This is an optimization exercise on Yosys and OpenROAD, whose aim is small area, a short achievable clock period and few clock cycles per item, not a production implementation.
The RTL was checked by simulation tests, not by an equivalence proof against the original design.
Power figures rest on the tool's default switching activity, not on a simulated workload.

## lru_tag_cache_top
module lru_tag_cache_top (
    input  logic               clk,
    input  logic               rst_n,
    input  logic               req_valid,
    output logic               req_ready,
    input  logic [lru_tc_pkg::MODE_W-1:0]  req_mode,
    input  logic [lru_tc_pkg::KEY_W-1:0]   req_key_tag,
    input  logic [lru_tc_pkg::LOC_W-1:0]   req_location,
    input  logic [lru_tc_pkg::STAMP_W-1:0] req_now,
    input  logic               rsp_ready,
    output logic               rsp_valid,
    output logic               rsp_hit,
    output logic [lru_tc_pkg::LOC_W-1:0]   rsp_found_location,
    output logic [lru_tc_pkg::CNT_W-1:0]   rsp_occupancy
);
clock: 5.0 ns
lec_check: 0
cap_margin: 20
core_margin: 2
core_utilization: 40
cts_cluster_diameter: 100
cts_cluster_size: 20
setup_slack_margin: 2.3
slew_margin: 20
tns_end_percent: 5
standard.sh (not shown) runs the stock make flow with config.mk's settings and CLKGATE_MAP_FILE= SYNTH_SCRIPT=/design/flow/synth_recipe.tcl, a recipe that flattens the netlist after the stock synthesis.
==> flow/flow/run.sh <==
#!/bin/bash
# The standard layout (standard.sh, unchanged synthesis, floorplan, power grid and
# routing), with two placement/repair settings changed:
#  - the port buffers are buf_4 cells instead of the delay buffers buffer_ports picks;
#  - timing repair may swap a cell for one of another footprint.
# make's full output goes to make_finish.log; each ORFS step keeps its own log under orfs/logs.
set -euo pipefail
bash standard.sh MATCH_CELL_FOOTPRINT=0 "BUFFER_PORTS_ARGS=-buffer_cell sky130_fd_sc_hd__buf_4" finish > make_finish.log 2>&1
Testbench counts at the start, summed over its fixed seeds: cycles 20,016, items 20,000.
==> next run, changes <==
==> flow/run.sh (new file) <==
#!/bin/bash
# synth_recipe.tcl (not shown) runs the flow's synth.tcl, then flattens the netlist and writes it again
# the make line also repeats each setting of config.mk as NAME=value (left out here)
make -C /OpenROAD-flow-scripts/flow DESIGN_CONFIG=/design/flow/config.mk WORK_HOME=/design/flow/orfs CLKGATE_MAP_FILE= SYNTH_SCRIPT=/design/flow/synth_recipe.tcl finish
- SETUP_SLACK_MARGIN: 2.3 -> 2.0
removed: flow/flow/run.sh
removed: flow/standard.sh
Area after synthesis stays the same.
Routed wire length shrinks by 2.9%.
Cell area shrinks by 0.68%.
Die area does not change.
Power shrinks by 0.98%.
Utilization shrinks by 0.31 points.

lru_tag_cache_top, a different RTL version from the one above (not shown whole).
Size in the first run: roughly 6700 cells after synthesis, ~130 I/O pins, ~94000 sq um of cells after synthesis.
export LEC_CHECK = 0
export CAP_MARGIN = 20
export CORE_MARGIN = 2
export CORE_UTILIZATION = 40
export CTS_CLUSTER_DIAMETER = 100
export CTS_CLUSTER_SIZE = 20
export SETUP_SLACK_MARGIN = 2.5
export SLEW_MARGIN = 20
export TNS_END_PERCENT = 5
create_clock -name core_clock -period 5.0 [get_ports {clk}]
run.sh (not shown) runs the stock make flow with config.mk's settings and CLKGATE_MAP_FILE= SYNTH_SCRIPT=/design/flow/synth_recipe.tcl, a recipe that flattens the netlist after the stock synthesis.
Stock flow here: none of the scripts above is used.
Testbench counts at the start, summed over its fixed seeds: cycles 20,016, items 20,000.
Then changed:
==> flow/flow/run.sh (new file) <==
#!/bin/bash
# The standard layout (standard.sh, unchanged synthesis, floorplan, power grid and
# routing), with two placement/repair settings changed:
#  - the port buffers are buf_4 cells instead of the delay buffers buffer_ports picks;
#  - timing repair may swap a cell for one of another footprint.
# make's full output goes to make_finish.log; each ORFS step keeps its own log under orfs/logs.
set -euo pipefail
bash standard.sh MATCH_CELL_FOOTPRINT=0 "BUFFER_PORTS_ARGS=-buffer_cell sky130_fd_sc_hd__buf_4" finish > make_finish.log 2>&1
==> flow/standard.sh (new file) <==
#!/bin/bash
# synth_recipe.tcl (not shown) runs the flow's synth.tcl, then flattens the netlist and writes it again
# the make line also repeats each setting of config.mk as NAME=value (left out here)
make -C /OpenROAD-flow-scripts/flow DESIGN_CONFIG=/design/flow/config.mk WORK_HOME=/design/flow/orfs CLKGATE_MAP_FILE= SYNTH_SCRIPT=/design/flow/synth_recipe.tcl "${@:-finish}"
removed: flow/run.sh
After rerunning:
- The new run completed with no timing, DRC or antenna violations
- synthesized area does not change
- die area is unchanged
- via count decreases by 1.9%
- design area is lower by 3.1%

==> separate check: timing with driven ports <==
Ports are ideal in the flow. The routed layouts listed here were re-timed in OpenROAD.
Step 1: set_driving_cell puts a clkbuf_16 on clk and a buf_2 on each other input, an assumption about the parent block.
Step 2 adds t to the input delays and takes it off the output delays; t is the mean of the earliest and latest rising clock arrival at the registers after step 1. Input paths then give back, and output paths get back, about the clock's delay inside the block.
a / b / c = ideal ports / drivers / drivers and shift; a / b = the first two.
| run | shift t [ns] | setup slack, ns | worst hold slack (ns) | worst data-port slew with drivers (ns) |
|---|---|---|---|---|
| the first run of note 1 | 0.934 | 2.067 / 2.077 / 1.143 | 0.226 / 0.165 / 0.461 | 0.16 |
| the second run of note 1 | 0.934 | 1.563 / 1.593 / 0.659 | 0.043 / 0.021 / 0.464 | 0.11 |
| the first run of note 2 | 0.895 | 2.138 / 2.202 / 1.307 | 0.209 / 0.201 / 0.471 | 0.18 |
| the second run of note 2 | 0.897 | 1.980 / 2.056 / 1.159 | 0.188 / 0.198 / 0.465 | 0.21 |
After both steps every run listed still meets setup and hold. For the first run of note 1, which loses most, drivers alone change the setup slack by +0.010 ns; drivers and shift together by -0.924 ns.
